What follows belongs to an exercise in optimizing a design on an open flow for small area; a production flow would make more cautious choices.
Function was checked by simulation only, so behaviour that the tests miss may differ from the original.
Power is estimated from default activity; no workload was simulated.

==> flow/design.v <==
package morphPkg;
    localparam int HCNT_W = 12;
    localparam int VCNT_W = 11;
    localparam int H_W = 9;
    localparam int V_W = 8;
    localparam int LINE = 328;
endpackage
`timescale 1ns/1ps
module videoTiming (
    input  logic                     PCLK,
    input  logic                     reset_i,
    output logic [morphPkg::H_W-1:0] h_o,
    output logic [morphPkg::V_W-1:0] v_o
);
    logic hLast;
    logic vLast;
    assign hLast = h_o[8] & h_o[6] & h_o[2] & h_o[1] & h_o[0];
    assign vLast = v_o[7] & v_o[6] & v_o[5] & v_o[4] & v_o[0];
    always_ff @(posedge PCLK) begin
        if (reset_i) begin
            h_o <= '0;
            v_o <= '0;
        end else if (hLast) begin
            h_o <= '0;
            v_o <= (vLast) ? '0 : v_o + 1'b1;
        end else begin
            h_o <= h_o + 1'b1;
        end
    end
endmodule
`timescale 1ns/1ps
module binarizer (
    input  logic       PCLK,
    input  logic       reset_i,
    input  logic       frameStart_i,
    input  logic       active_i,
    input  logic [7:0] luma_i,
    input  logic [7:0] threshold_i,
    output logic       bit_o
);
    logic [7:0] thrLatch;
    logic [7:0] thrUse;
    assign thrUse = frameStart_i ? threshold_i : thrLatch;
    always_ff @(posedge PCLK) begin
        thrLatch <= thrUse;
    end
    assign bit_o = active_i & ~reset_i & (luma_i >= thrUse);
endmodule
`timescale 1ns/1ps
module morphWindow #(
    parameter int LEN = 328
) (
    input  logic           PCLK,
    input  logic           d_i,
    output logic [LEN-1:0] sr_o
);
    always_ff @(posedge PCLK) begin
        sr_o <= {sr_o[LEN-2:0], d_i};
    end
endmodule
`timescale 1ns/1ps
module morphStage (
    input  logic PCLK,
    input  logic isOpen_i,
    input  logic isClose_i,
    input  logic row0_i,       
    input  logic keepOpen_i,   
    input  logic keepClose_i,  
    input  logic bit_i,
    output logic s2_o
);
    localparam int L = morphPkg::LINE;
    logic [L:0]   laneA;
    logic [L-1:0] laneP;
    logic [L-1:0] laneQ;
    logic aO, p1, q1;    
    logic aH, p2, q2;    
    logic bH;            
    logic v1, v1a, v1b;
    logic s1;
    logic v2, v2a, v2b;
    logic pN, qN;
    morphWindow #(.LEN(L + 1)) lineA (.PCLK(PCLK), .d_i(bit_i), .sr_o(laneA));
    morphWindow #(.LEN(L))     lineP (.PCLK(PCLK), .d_i(pN),    .sr_o(laneP));
    morphWindow #(.LEN(L))     lineQ (.PCLK(PCLK), .d_i(qN),    .sr_o(laneQ));
    assign aO = laneA[L-1] & ~row0_i;
    assign p1 = laneP[L-2] & ~row0_i;
    assign q1 = laneQ[L-2] & ~row0_i;
    assign aH = laneA[L]   & ~row0_i;
    assign p2 = laneP[L-1] & ~row0_i;
    assign q2 = laneQ[L-1] & ~row0_i;
    assign bH = laneA[0];
    always_comb begin
        if (isOpen_i)       v1 = aO & (p1 | q1) & bit_i;
        else if (isClose_i) v1 = aO | (p1 & q1) | bit_i;
        else                v1 = aO;
    end
    always_ff @(posedge PCLK) begin
        v1a <= v1;
        v1b <= v1a;
    end
    always_comb begin
        if (isOpen_i)       s1 = v1b & v1a & v1;
        else if (isClose_i) s1 = v1b | v1a | v1;
        else                s1 = v1a;
    end
    always_comb begin
        if (isOpen_i) begin
            v2 = p2 | s1;
            pN = s1 | (p2 & q2);
            qN = pN ? s1 : (aH & bH);
        end else if (isClose_i) begin
            v2 = p2 & s1;
            pN = s1 & (p2 | q2);
            qN = pN ? (aH | bH) : s1;
        end else begin
            v2 = p2;
            pN = s1;
            qN = 1'b0;
        end
    end
    always_ff @(posedge PCLK) begin
        v2a <= v2;
        v2b <= v2a;
    end
    always_comb begin
        if (isOpen_i)       s2_o = (v2b | v2a | v2) & keepOpen_i;
        else if (isClose_i) s2_o = (v2b & v2a & v2) & keepClose_i;
        else                s2_o = v2a;
    end
endmodule
`timescale 1ns/1ps
module morphPipeline (
    input  logic        PCLK,
    input  logic        reset_i,
    input  logic [7:0]  luma_i,
    input  logic [7:0]  threshold_i,
    input  logic [1:0]  mode_i,
    output logic [11:0] hCnt_o,
    output logic [10:0] vCnt_o,
    output logic        pixel_o,
    output logic [11:0] outHCnt_o,
    output logic [10:0] outVCnt_o,
    output logic        outValid_o
);
    logic [morphPkg::H_W-1:0] h;
    logic [morphPkg::V_W-1:0] v;
    logic       frameStart;
    logic       active;
    logic       bin;
    logic [1:0] modeLatch;
    logic [1:0] modeUse;
    logic       hEdge1, vEdge1, hEdge2, vEdge2;
    logic       s2;
    logic [2:0] outPipe;
    videoTiming timing (
        .PCLK    (PCLK),
        .reset_i (reset_i),
        .h_o     (h),
        .v_o     (v)
    );
    assign hCnt_o = {3'b000, h};
    assign vCnt_o = {3'b000, v};
    assign active     = ~(h[8] & h[6]) & ~(&v[7:4]);
    assign frameStart = (h == '0) && (v == '0);
    assign modeUse = frameStart ? mode_i : modeLatch;
    always_ff @(posedge PCLK) begin
        modeLatch <= modeUse;
    end
    binarizer binarize (
        .PCLK         (PCLK),
        .reset_i      (reset_i),
        .frameStart_i (frameStart),
        .active_i     (active),
        .luma_i       (luma_i),
        .threshold_i  (threshold_i),
        .bit_o        (bin)
    );
    assign hEdge1 = (h == 9'd2) || (h == 9'd321);
    assign vEdge1 = (v == 8'd2) || (v == 8'd241);
    assign hEdge2 = hEdge1 || (h == 9'd3) || (h == 9'd320);
    assign vEdge2 = vEdge1 || (v == 8'd3) || (v == 8'd240);
    morphStage engine (
        .PCLK        (PCLK),
        .isOpen_i    (modeLatch == 2'd1),
        .isClose_i   (modeLatch == 2'd2),
        .row0_i      (v == '0),
        .keepOpen_i  (~hEdge1 & ~vEdge1),
        .keepClose_i (~hEdge2 & ~vEdge2),
        .bit_i       (bin),
        .s2_o        (s2)
    );
    always_ff @(posedge PCLK) begin
        outPipe <= {outPipe[1:0], s2};
    end
    assign outValid_o = (h >= 9'd5) && (h <= 9'd324) && (v >= 8'd2);
    assign pixel_o    = outPipe[2] & outValid_o;
    assign outHCnt_o  = {3'b000, h - 9'd5};
    assign outVCnt_o  = {3'b000, v - 8'd2};
endmodule
==> flow/run.sh <==
#!/bin/bash
# synth_recipe.tcl (not shown) runs the flow's synth.tcl, then flattens the netlist and writes it again
# the make line also repeats each setting of config.mk as NAME=value (left out here)
make -C /OpenROAD-flow-scripts/flow DESIGN_CONFIG=/design/flow/config.mk WORK_HOME=/design/flow/orfs CLKGATE_MAP_FILE= SYNTH_SCRIPT=/design/flow/synth_recipe.tcl finish
==> flow/config.mk <==
export PLATFORM = sky130hd
export DESIGN_NAME = morphPipeline
export DESIGN_NICKNAME = morphPipeline
export VERILOG_FILES = /design/flow/design.v
export SDC_FILE = /design/flow/constraint.sdc
export NUM_CORES = 4
export LEC_CHECK = 0
export CAP_MARGIN = 20
export CORE_MARGIN = 2
export CORE_UTILIZATION = 45
export CTS_BUF_LIST = sky130_fd_sc_hd__clkbuf_8
export CTS_CLUSTER_DIAMETER = 60
export CTS_CLUSTER_SIZE = 20
export SLEW_MARGIN = 20
==> flow/constraint.sdc <==
create_clock -name core_clock -period 10.0 [get_ports {PCLK}]
set_input_delay 2.0000 -clock core_clock [delete_from_list [all_inputs] [get_ports {PCLK}]]
set_output_delay 2.0000 -clock core_clock [all_outputs]
set_load 0.01 [all_outputs]
==> results of run 1 <==
-- cells by family (layout without fill, tap and decap cells) --
logic type,after synthesis,after routing,synth area share
AO/OA/AOI/OAI,46,46,0.01515
XOR/XNOR,22,22,0.008770
adder cells (fa/ha/maj),19,19,0.01082
buffers and inverters,40,142,0.01042
flip-flops,1019,1019,0.9294
multiplexers,8,8,0.003815
other,1,12,0.0001707
AND/OR/NAND/NOR,89,89,0.02147
-- worst max-delay path, cell delays in order, from the launching register on --
cell	delay, ns
dfxtp_1	0.38
inv_1	0.15
ha_1	0.22
inv_1	0.05
a21oi_1	0.13
nand2_1	0.07
a21o_1	0.17
a21oi_1	0.18
and2_1	0.15
clkdlybuf4s50_1	0.54
-- layer usage --
metal,GRT usage,vias to the layer above,routed length [um]
met1,0.1430,3680,12780
met5,0,-,0
met3,0.02660,68,1023
met2,0.1171,103,8079
met4,0.04743,0,843
li1,-,4055,-
-- power groups by stage --
stage / registers (uW) / logic, uW / clock network (uW)
3_5_place_dp: 4270 / 74.7 / 0
3_3_place_gp: 4280 / 72.6 / 0
5_1_grt: 4200 / 82.5 / 1920
2_1_floorplan: 4260 / 53.8 / 0
6_report: 4180 / 74.1 / 1680
4_1_cts: 4180 / 75.0 / 1770
-- cells in the final DEF (no fill, tap or decap), drive strengths merged, types with 3 or more instances in the layout --
cell,n
a21oi,13
and3,5
clkbuf,59
clkdlybuf4s50,55
clkinv,4
conb,12
dfxtp,1017
ha,19
inv,24
mux2,3
mux2i,5
nand2,16
nand2b,3
nand3,10
nand4,4
nor2,26
nor3,4
nor4,4
o21ai,11
or3,4
xnor2,8
xor2,14
-- sequential cells by signal, indices dropped and copies added (netlist names) --
register,count
binarize.thrLatch,8
engine.lineA.sr_o,329
engine.lineP.sr_o,328
engine.lineQ.sr_o,328
engine.v1a,1
engine.v1b,1
engine.v2a,1
engine.v2b,1
modeLatch,2
outPipe,3
timing.h_o,9
timing.v_o,8
-- how the worst max path moves through the flow --
stage	startpoint	end	cells past startpoint
floorplan	threshold_i[0]	engine.lineP.sr_o[0]	8
global placement	threshold_i[0]	engine.lineP.sr_o[0]	9
detailed placement	threshold_i[0]	engine.lineP.sr_o[0]	9
CTS	timing.h_o[0]	pixel_o	9
global route	timing.h_o[2]	pixel_o	6
finish	timing.h_o[0]	pixel_o	9
-- synth_stat cells, types with 4 or more instances --
cell type	number
clkbuf_1	5
xor2_1	14
o21ai_0	8
ha_1	19
or3_1	4
nand3_1	10
mux2i_1	5
buf_4	14
nor2_1	26
dfxtp_1	1017
nor3_1	4
inv_1	17
xnor2_1	8
and3_1	5
nand2_1	16
a21oi_1	13
-- through the flow --
step / utilization / area (um^2) / power, uW / worst slack, ns
after floorplan: - / 22010 / 4318 / 6.096
final: 0.5029 / 24110 / 5937 / 5.271
after global routing: 0.5029 / 24110 / 6197 / 5.013
after detailed placement: 0.4832 / 23170 / 4350 / 5.564
after global placement: 0.4832 / 23170 / 4348 / 5.507
after CTS: 0.5029 / 24110 / 6030 / 5.180
-- area by class of cell --
type / count / area [um^2]
fill: 3938 / 23830
sequential: 1019 / 20420
multi-input combinational: 196 / 1364
clock buffer: 59 / 812.0
tap: 615 / 769.5
timing repair buffer: 55 / 550.5
clock inverter: 11 / 132.6
inverter: 17 / 63.81
==> run notes, run 1 <==
The slew of the pin with the lowest slew margin came out at 0.6028 ns. Of the synthesized area, sequential elements account for 0.9294. The internal power is 4753 uW.

The number of setup buffers added after CTS is 0. The cell row count came out at 80. In this run the count of I/O pins placed on the die edge is 68. The cell depth of the worst flop-to-flop path is 12. In the final layout, the share of cells above drive strength 1 is 0.06116. The mean area per synthesized cell came out at 17.66 um^2. The arrival time reported for the critical path endpoint is 2.73 ns. The count of TritonRoute iterations in the first routing pass came out at 4. From synthesis to final layout, the design area changed by 9.744%. The power share of the combinational group came out at 0.012. In this run the worst path has a maximum fanout of 7. The worst register-to-register path ends at outPipe[0]. The number of port buffers came out at 55. The sum of routed wire length over all layers came out at 22.72 mm. The synthesized design spends more area on one cell type than any other, namely dfxtp_1.

The buffer depth of the longest clock path is 3. The timing-limited maximum frequency is 211.5 MHz. The worst setup path is captured at an output pin. The H-tree was split into 2 levels. The pin count of the biggest net entering global routing came out at 22. The number of remaining DRC errors is 0. The overall global routing resource usage came out at 0.09312. The classification of the worst-slack hold path is reg -> reg. The number of setup violations in the final report came out at 0. The count of distinct cell types in the synthesized netlist is 57. The count of synthesis-stage warnings from yosys is 6. The share of total power dissipated in the clock network is 0.283. The floorplan step set the die width to 225.0 um. The most common flop cell mapped by yosys is dfxtp_1. The required time at the worst-slack endpoint came out at 8.00 ns. The placer congestion estimate came out at 0.7817.

The number of maximum-capacitance violations is 0. The worst setup path is launched from a flip-flop. The number of DRC markers in iteration 0 is 324.

Setup repair after global routing left no endpoint under its margin. The total negative slack for setup checks is 0 ns. For this design, the sink count on the clock tree is 1019. The first-pass GRT wire length is 38.53 mm. By area the synthesized netlist is led by dfxtp_1, ha_1, xor2_1, buf_4, nor2_1. The cell total after placement is 1902.

In this run, synthesis inferred 2 flip-flops with an integrated enable. The shortest clock period the worst path allows after layout is 4.729 ns. TritonCTS built the clock tree. The initial core utilization is 0.4582. After legalization and detailed placement, the total HPWL measured 11.51 mm. In this run the most critical hold path is launched from engine.lineA.sr_o[250]. The power per unit of standard cell area is 246.2 nW/um^2. The core region is 47950 um^2. The area share of the leading cell type in the synthesized netlist came out at 0.9267. The synthesized cell area came out at 21970 um^2. The die footprint came out at 50610 um^2.

The average vias per placed instance is 4.009. The category of the critical setup timing path is reg -> out. The worst setup slack for register-to-register paths is 6.10 ns.

The final count of hold timing violations came to 0. The post-cts gate resize count is 0. The initial antenna violation count came out at 0. The die height is 225.0 um. The quantity of hold-fixing buffers added after cts came out at 0. The number of global-route vias before repair is 7793.

The switching power share of the total came out at 0.1994. After detailed routing, the average wire length per cell comes to 11.52 um. The final route contains 7906 vias.

The number of standard cells in the final layout excluding fillers came out at 1972. The worst hold slack across all endpoints is 0.3102 ns. TritonCTS created 59 clock buffers. The count of nets left with antenna violations once routing finished came out at 0. The static power due to leakage came out at 0.009579 uW. The clock-pin slew of the registers on the worst-case setup and hold paths came out at 0.11 ns. The run finished with no timing, DRC or antenna violations. Clock latency on the worst-skew pair, taken at its later pin, is 0.70 ns. The worst supply voltage drop on vdd is 0.1339 mV. The cell sitting at the root of the clock tree is a clkbuf_8.

The worst pin sits at a relative slew slack of 0.5950. The final clock skew came out at 0.03296 ns. The path with the worst hold slack has its endpoint at engine.lineA.sr_o[251].

In this run, synthesis produced a sequential element count of 1019. Synthesis produced a netlist whose cell count is 1244. The count of pins over their slew limit came out at 0. The startpoint identified for the worst register-to-register timing path is timing.v_o[4]. The share of synthesized registers carrying an async set or reset came out at 0. The worst hold path was traced through 0 stages. The post-route clock period utilization came out at 0.4729.

The count of antenna diodes in the layout came out at 0. The share of total power dissipated in sequential elements is 0.704. Summed over all layers, the global routing overflow is 0. In the final design database the tool counted 1387 nets. Summed over all nets, the switching power comes to 1183 uW.
==> run 2: changes to the inputs <==
--- a/flow/config.mk
+++ b/flow/config.mk
@@ -8,7 +8,4 @@
 export CAP_MARGIN = 20
 export CORE_MARGIN = 2
 export CORE_UTILIZATION = 45
-export CTS_BUF_LIST = sky130_fd_sc_hd__clkbuf_8
-export CTS_CLUSTER_DIAMETER = 60
-export CTS_CLUSTER_SIZE = 20
 export SLEW_MARGIN = 20
==> run notes, run 2 <==
The run finished with no timing, DRC or antenna violations. In the layout the commonest cells are dfxtp_1, clkbuf_16, clkdlybuf4s50_1, nor2_1, clkbuf_8. The met2 track demand over resource in global routing is 0.1297 (+0.01264). The clock insertion delay at the later pin of the skew report came to 0.61 ns (-0.09 ns). The setup path with the least slack is of type reg -> out. The met3 routing resource usage after global routing was 0.03690 (+0.01030).

The fraction of final layout cells with drive strength greater than 1 came to 0.1142 (+0.05300). The sum of routed wire length over all layers came out at 24.05 mm (+5.8%). The worst relative slew slack came to 0.5969 (+0.001848). The final design instance area without fill is 26220 um^2 (+8.7%). The post-route clock period utilization came out at 0.4646 (-0.008278). The share of synthesized registers carrying an async set or reset is 0 (unchanged).

The post-cts gate resize count is 0 (unchanged). Ranked by flip-flop count, first place goes to engine.lineA.sr_o. TritonCTS built the clock tree. The die height is 225.0 um (unchanged).

The total vias in the final route is 8244 (+4.3%). The die footprint came out at 50610 um^2 (unchanged). Leaving out fill and tap cells, the most frequent cell in the layout is dfxtp_1. The number of maximum-capacitance violations came out at 0 (unchanged). The total global routing overflow came out at 0 (unchanged). The first-pass GRT wire length was 41.05 mm (+6.5%). The number of flip-flops in the largest register is 329 (unchanged).

The initial antenna violation count is 0 (unchanged). The cell row count is 80 (unchanged). The number of DRC markers in iteration 0 was 359 (+11%). The number of remaining DRC errors came out at 0 (unchanged). The total negative slack for setup checks came out at 0 ns (unchanged). The core region area came to 47950 um^2 (unchanged).

The count of distinct cell types in the synthesized netlist came out at 57 (unchanged). The post-synthesis instance total was 1244 (unchanged). The number of buffers added by the clock tree synthesis step is 89 (+51%). The mean area per synthesized cell came out at 17.66 um^2 (unchanged). The worst setup path is captured at an output pin. The number of global-route vias before repair came out at 8296 (+6.5%). In the final layout, the registers with the most flip-flops are engine.lineA.sr_o (329), engine.lineP.sr_o (328), engine.lineQ.sr_o (328).

The critical path starts at timing.v_o[4]. The clock-pin slew of the registers on the worst-case setup and hold paths is 0.06 ns (-0.05 ns). The layout-stage area growth over the synthesis result came out at 19.33%. The maximum fanout along the worst path was 10 (+3). In this run the clock root is driven by a clkbuf_16. The global routing stage identified its most utilized layer as met1. The number of setup violations in the final report is 0 (unchanged).

The count of TritonRoute iterations in the first routing pass came out at 4 (unchanged). The number of nets still failing antenna checks after routing is 0 (unchanged). The flip-flop and latch count after synthesis came to 1019 (unchanged). The timing-limited maximum frequency was 215.2 MHz (+1.8%).

The final-layout fill cell count came out at 3725 (-5.4%). The power per unit of standard cell area is 292.5 nW/um^2 (+19%). The floorplan die width is 225.0 um (unchanged). The worst setup path is launched from a flip-flop. The reg-to-reg critical path startpoint is timing.v_o[4]. The placement-stage cell area was 23170 um^2 (unchanged). The slew of the pin with the lowest slew margin came out at 0.6001 ns (-0.002752 ns). Summed over all instances, the cell type with the most area after synthesis is dfxtp_1. By count the netlist is led by dfxtp_1, nor2_1, ha_1. The met1 usage in global routing is 0.1453 (+0.002304). The clock sink total is 1019 (unchanged).

The initial core utilization came to 0.4582 (unchanged). The required time at the worst-slack endpoint is 8.00 ns (about the same). The count of flip-flops with a built-in enable after synthesis came out at 2 (unchanged). The synthesized cell area came out at 21970 um^2 (unchanged). The arrival time reported for the critical path endpoint is 2.65 ns (-0.08 ns). The I/O pin count is 68 (unchanged). By instance count, the leading cell after synthesis is dfxtp_1. The part of the Yosys area used for sequential elements is 0.9294 (unchanged). The count of pins over their slew limit is 0 (unchanged). The average wire per standard cell came out at 11.62 um (+0.87%). The number of setup buffers added after CTS is 0 (unchanged). The net count reported at finish came to 1417 (+2.2%).

The overall global routing resource usage is 0.1004 (+0.007239). The shortest clock period the worst path allows after layout came to 4.646 ns (-0.08278 ns). The launch instance of the worst min-delay path is engine.lineQ.sr_o[81]. The placed wire-length estimate came out at 11.51 mm (unchanged). The area share of the leading cell type in the synthesized netlist came out at 0.9267 (unchanged). Setup repair after global routing left no endpoint under its margin. The number of port buffers is 55 (unchanged). The depth of the CTS H-tree came to 3 (+1). The pin count of the biggest net entering global routing is 17 (-23%). The most used flip-flop cell after synthesis is dfxtp_1. The average vias per placed instance was 3.985 (-0.61%). The final clock skew was 0.01356 ns (-0.01940 ns). In the post-synthesis netlist, the biggest area contributors are dfxtp_1, ha_1, xor2_1, buf_4, nor2_1. The static power due to leakage came out at 0.01059 uW (+11%). The worst supply voltage drop on vdd came to 0.1554 mV (+16%). The final count of hold timing violations is 0 (unchanged). The placer congestion estimate came to 0.7817 (unchanged).

The count of antenna diodes in the layout is 0 (unchanged). The count of synthesis-stage warnings from yosys came out at 6 (unchanged). The min-delay analysis places its worst path in the category reg -> reg.

The quantity of hold-fixing buffers added after cts came out at 0 (unchanged). The buffer depth of the longest clock path is 3 (unchanged).
==> run 2: cell counts after synthesis <==
No cell type changed its count.
==> run 2: worst max-delay path: stages (launching register included) <==
cell             delay, ns
dfxtp_1               0.42
nor4_2                0.54
nand2_1               0.16
o22ai_1               0.18
a21oi_1               0.08
and2_1                0.18
clkdlybuf4s50_1       0.48
==> run 2: metrics by stage <==
step                      instances  utilization  setup WS, ns  hold WS [ns]  total power (uW)
final                          2069       0.5468         5.354        0.3144              7668
after detailed placement       1902       0.4832         5.564        0.3121              4350
after CTS                      2069       0.5468         5.295        0.3133              7777
after global placement         1902       0.4832         5.507        0.3117              4348
after global routing           2069       0.5468         5.131        0.3205              7960
after floorplan                1255            -         6.096        0.3096              4318
==> run 2: cell type report <==
type,instances,area [um^2],share of cell area
Timing Repair Buffer,55,550.5,0.02100
Clock inverter,40,460.4,0.01756
Inverter,17,63.81,0.002434
Multi-Input combinational cell,196,1364,0.05202
Clock buffer,127,2590,0.09879
Tap cell,615,769.5,0.02935
Sequential cell,1019,20420,0.7789
==> run 2: final timing paths <==
path / to / slack [ns] / cells after the start
max reg2reg: engine.lineP.sr_o[0] / 6.08 / 11
max: pixel_o / 5.35 / 6
min: engine.lineQ.sr_o[82] / 0.31 / 0
min reg2reg: engine.lineQ.sr_o[82] / 0.31 / 0
==> run 2: cells by family (layout without fill, tap and decap cells) <==
family,Yosys count,after routing,synth area share
xor gates and xnor gates,22,22,0.008770
muxes,8,8,0.003815
buffers and inverters,40,239,0.01042
other,1,12,0.0001707
and+or+nand+nor,89,89,0.02147
AOI/OAI and AO/OA,46,46,0.01515
adders and majority gates,19,19,0.01082
DFF,1019,1019,0.9294
==> run 2: routing by layer <==
metal / part of all wire / up-vias
met5: 0 / -
met4: 0.036 / 0
met3: 0.052 / 77
met2: 0.37 / 131
met1: 0.54 / 3842
li1: - / 4194
==> run 2: report_power, final <==
part | switching [uW] | internal (uW) | total, uW
registers | 26.9 | 4160 | 4190
logic | 37.2 | 37.2 | 74.4
clock network | 1420 | 1990 | 3410
==> run 3: changes to the inputs <==
--- a/flow/config.mk
+++ b/flow/config.mk
@@ -8,4 +8,7 @@
 export CAP_MARGIN = 20
 export CORE_MARGIN = 2
 export CORE_UTILIZATION = 45
+export CTS_BUF_LIST = sky130_fd_sc_hd__clkbuf_4
+export CTS_CLUSTER_DIAMETER = 40
+export CTS_CLUSTER_SIZE = 10
 export SLEW_MARGIN = 20
==> run notes, run 3 <==
The path class of the tightest hold or removal check is reg -> reg. The number of maximum-capacitance violations came out at 0 (unchanged). The largest family of logic cells by synthesized area is simple AND/OR/NAND/NOR gates.

The shortest clock period the worst path allows after layout came out at 4.867 ns (+0.2207 ns). The clock-pin slew of the registers on the worst-case setup and hold paths was 0.10 ns (+0.04 ns). The number of setup violations in the final report was 0 (unchanged). The initial antenna violation count came out at 2 (+2). The placer congestion estimate is 0.7817 (unchanged). The flow ran to the end and the layout has no timing, DRC or antenna violations. The total vias in the final route came to 8291 (+0.57%). engine.lineA.sr_o holds more flip-flops than any other register. In this run the most critical hold path is launched from engine.lineP.sr_o[34]. The die height came out at 225.0 um (unchanged). The simple-gate portion of the synthesized area came out at 0.02147 (unchanged). The maximum fanout along the worst path came to 7 (-3).

The critical path is of the reg -> out type. Setup repair after global routing left no endpoint under its margin. The most frequent standard cell in the layout excluding fill and tap cells is dfxtp_1.

The post-cts gate resize count was 0 (unchanged). The depth of the CTS H-tree came out at 3 (unchanged). The number of buffers added by the clock tree synthesis step is 116 (+30%).

The pin count of the biggest net entering global routing was 17 (unchanged). The count of synthesis-stage warnings from yosys came out at 6 (unchanged). The final clock skew is 0.04034 ns (+0.02677 ns). The clock sink total is 1019 (unchanged). The adder-cell share of the synthesized area came out at 0.01082 (unchanged).

The number of flip-flops in the largest register is 329 (unchanged). The worst setup slack for register-to-register paths is 6.01 ns (-0.07 ns). The static power due to leakage is 0.009731 uW (-8.1%). The count of flip-flops with a built-in enable after synthesis came to 2 (unchanged). The layout-stage area growth over the synthesis result came out at 10.49%. The core region area is 47950 um^2 (unchanged). The clock insertion delay at the later pin of the skew report is 0.83 ns (+0.22 ns). The placement-stage cell area is 23170 um^2 (unchanged).

The cell depth of the worst flop-to-flop path is 11 (unchanged). The share of the synthesized area in compound gates (AO/OA/AOI/OAI) is 0.01515 (unchanged). The path with the worst hold slack has its endpoint at engine.lineP.sr_o[35]. The mean area per synthesized cell came out at 17.66 um^2 (unchanged). The post-synthesis instance total came out at 1244 (unchanged). The number of port buffers is 55 (unchanged). The share of synthesized registers carrying an async set or reset came to 0 (unchanged). The synthesized cell area came out at 21970 um^2 (unchanged). The placed wire-length estimate came out at 11.51 mm (unchanged). The part of the Yosys area used for sequential elements came out at 0.9294 (unchanged). The area share of the leading cell type in the synthesized netlist came out at 0.9267 (unchanged). The number of DRC markers in iteration 0 is 243 (-32%). The count of TritonRoute iterations in the first routing pass came out at 4 (unchanged). The average wire per standard cell is 11.45 um (-1.5%).

The endpoint identified for the worst register-to-register timing path is engine.lineP.sr_o[0]. The post-synthesis xor/xnor area fraction came to 0.008770 (unchanged). The biggest area contributor in the post-synthesis netlist is dfxtp_1.

The total global routing overflow is 0 (unchanged). The count of pins over their slew limit came out at 0 (unchanged). The average vias per placed instance was 4.060 (+1.9%).

The power per unit of standard cell area came out at 249.8 nW/um^2 (-15%). The final count of hold timing violations is 0 (unchanged). The timing-limited maximum frequency came out at 205.5 MHz (-4.5%). The die footprint came to 50610 um^2 (unchanged). The top cell types in the final layout, fill and taps aside, are dfxtp_1, clkbuf_4, clkdlybuf4s50_1, nor2_1, ha_1. The number of setup buffers added after CTS is 0 (unchanged). The net count reported at finish is 1444 (+1.9%).

Among all cell types in the netlist, the one instantiated most often is dfxtp_1. The hold path depth is 0 (unchanged). The largest registers in the layout are engine.lineA.sr_o (329), engine.lineP.sr_o (328), engine.lineQ.sr_o (328). The number of nets still failing antenna checks after routing is 0 (unchanged). The worst supply voltage drop on vdd is 0.1220 mV (-21%). The I/O pin count is 68 (unchanged). The cell sitting at the root of the clock tree is a clkbuf_4. The number of remaining DRC errors is 0 (unchanged). The reg-to-reg critical path startpoint is timing.v_o[4].

The first-pass GRT wire length is 40.25 mm (-1.9%). The worst setup path is captured at an output pin. The fraction of final layout cells with drive strength greater than 1 is 0.1047 (-0.009459). The total negative slack for setup checks came out at 0 ns (unchanged). The post-route clock period utilization was 0.4867 (+0.02207).

The initial core utilization came out at 0.4582 (unchanged). The required time at the worst-slack endpoint came out at 8.00 ns (about the same). The worst relative slew slack is 0.5965 (about the same). The floorplan die width came out at 225.0 um (unchanged). The cell row count came out at 80 (unchanged). TritonCTS built the clock tree. The final-layout fill cell count is 3962 (+6.4%). The most used flip-flop cell after synthesis is dfxtp_1. The arrival time reported for the critical path endpoint is 2.87 ns (+0.22 ns). Counting instances in the post-synthesis netlist gives the leading cell types as dfxtp_1, nor2_1, ha_1. The worst hold slack across all endpoints was 0.2928 ns (-0.02162 ns).

The quantity of hold-fixing buffers added after cts came out at 0 (unchanged). The number of global-route vias before repair came out at 8368 (+0.87%). The slew of the pin with the lowest slew margin is 0.6006 ns (+0.0005213 ns). The final design instance area without fill is 24280 um^2 (-7.4%).

Ranked by total cell area, the synthesized netlist is headed by dfxtp_1, ha_1, xor2_1, buf_4, nor2_1. The overall global routing resource usage came out at 0.09797 (-0.002387). The fraction of synthesized area in multiplexers came out at 0.003815 (unchanged).

The startpoint type of the worst setup path is a flip-flop. Tracing the worst setup path back leads to its startpoint at timing.h_o[0]. The buffer depth of the longest clock path is 3 (unchanged). The count of distinct cell types in the synthesized netlist is 57 (unchanged). The sum of routed wire length over all layers is 23.38 mm (-2.8%).

The flip-flop and latch count after synthesis is 1019 (unchanged).
-- run 3: where the power goes --
part | total [uW] | internal [uW] | switching (uW)
combinational | 75.1 | 37.4 | 37.7
sequential | 4180 | 4150 | 26.4
clock | 1810 | 666 | 1140
total | 6060 | 4860 | 1210
-- run 3: layout make-up --
type | instances | area (um^2) | area share
antenna | 4 | 10.01 | 0.0004123
clock buffer | 119 | 893.4 | 0.03680
clock inverter | 17 | 205.2 | 0.008453
inverter | 17 | 63.81 | 0.002629
multi-input combinational | 196 | 1364 | 0.05618
sequential | 1019 | 20420 | 0.8412
tap | 615 | 769.5 | 0.03170
timing repair buffer | 55 | 550.5 | 0.02268
-- run 3: metal layers --
metal | up-vias | GRT usage | part of all wire
met5 | - | 0 | 0
met4 | 0 | 0.05383 | 0.031
met3 | 64 | 0.03885 | 0.052
met2 | 141 | 0.1228 | 0.37
met1 | 3860 | 0.1420 | 0.54
li1 | 4226 | - | -
-- run 3: kinds of logic (layout without fill, tap and decap cells) --
logic type / after synthesis / after routing
flops: 1019 / 1019
simple gates: 89 / 89
compound gates: 46 / 46
other cells: 1 / 16
buf+inv: 40 / 208
fa+ha+maj: 19 / 19
mux: 8 / 8
xor+xnor: 22 / 22
-- run 3: through the flow --
| step | power, uW | cells | setup slack, ns | utilization |
|---|---|---|---|---|
| floorplan | 4318 | 1255 | 6.096 | - |
| global placement | 4348 | 1902 | 5.507 | 0.4832 |
| detailed placement | 4350 | 1902 | 5.564 | 0.4832 |
| CTS | 6173 | 2038 | 4.971 | 0.5061 |
| global route | 6355 | 2042 | 4.793 | 0.5063 |
| finish | 6063 | 2042 | 5.133 | 0.5063 |
-- run 3: worst max-delay path by stage --
stage	endpoint	slack [ns]
2_1_floorplan	engine.lineP.sr_o[0]	6.10
3_3_place_gp	engine.lineP.sr_o[0]	5.51
3_5_place_dp	engine.lineP.sr_o[0]	5.56
4_1_cts	pixel_o	4.97
5_1_grt	pixel_o	4.79
6_report	pixel_o	5.13
-- run 3: worst max-delay path, cell delays in order, from the launching register on --
cell,delay (ns)
dfxtp_1,0.38
inv_1,0.15
ha_1,0.22
inv_1,0.05
a21oi_1,0.13
nand2_1,0.07
a21o_1,0.17
a21oi_1,0.18
and2_1,0.15
clkdlybuf4s50_1,0.54

what the ideal ports hide:
No port has a modelled driver above. Below, the same layouts with a new extraction and two added sets of constraints. Step 1 sets driving cells, clkbuf_16 on the clock port and buf_2 on the other inputs (assumed; they add their load-dependent delay and slew). Step 2 times the ports against the registers' clock, not the clock port: input delays grow and output delays shrink by t, the midpoint of the rising clock arrivals with the driver on. Slacks: ideal / step 1 / step 2; pairs: ideal / step 1.
run	t (ns)	slack for setup (ns)	worst setup path at the end	worst data-port slew with drivers (ns)
run 1	0.724	5.271 / 5.224 / 5.563	input to register	0.06
run 2	0.665	5.354 / 5.300 / 5.540	input to register	0.06
run 3	0.856	5.133 / 5.087 / 5.486	input to register	0.06
After both steps every run listed still meets setup and hold.
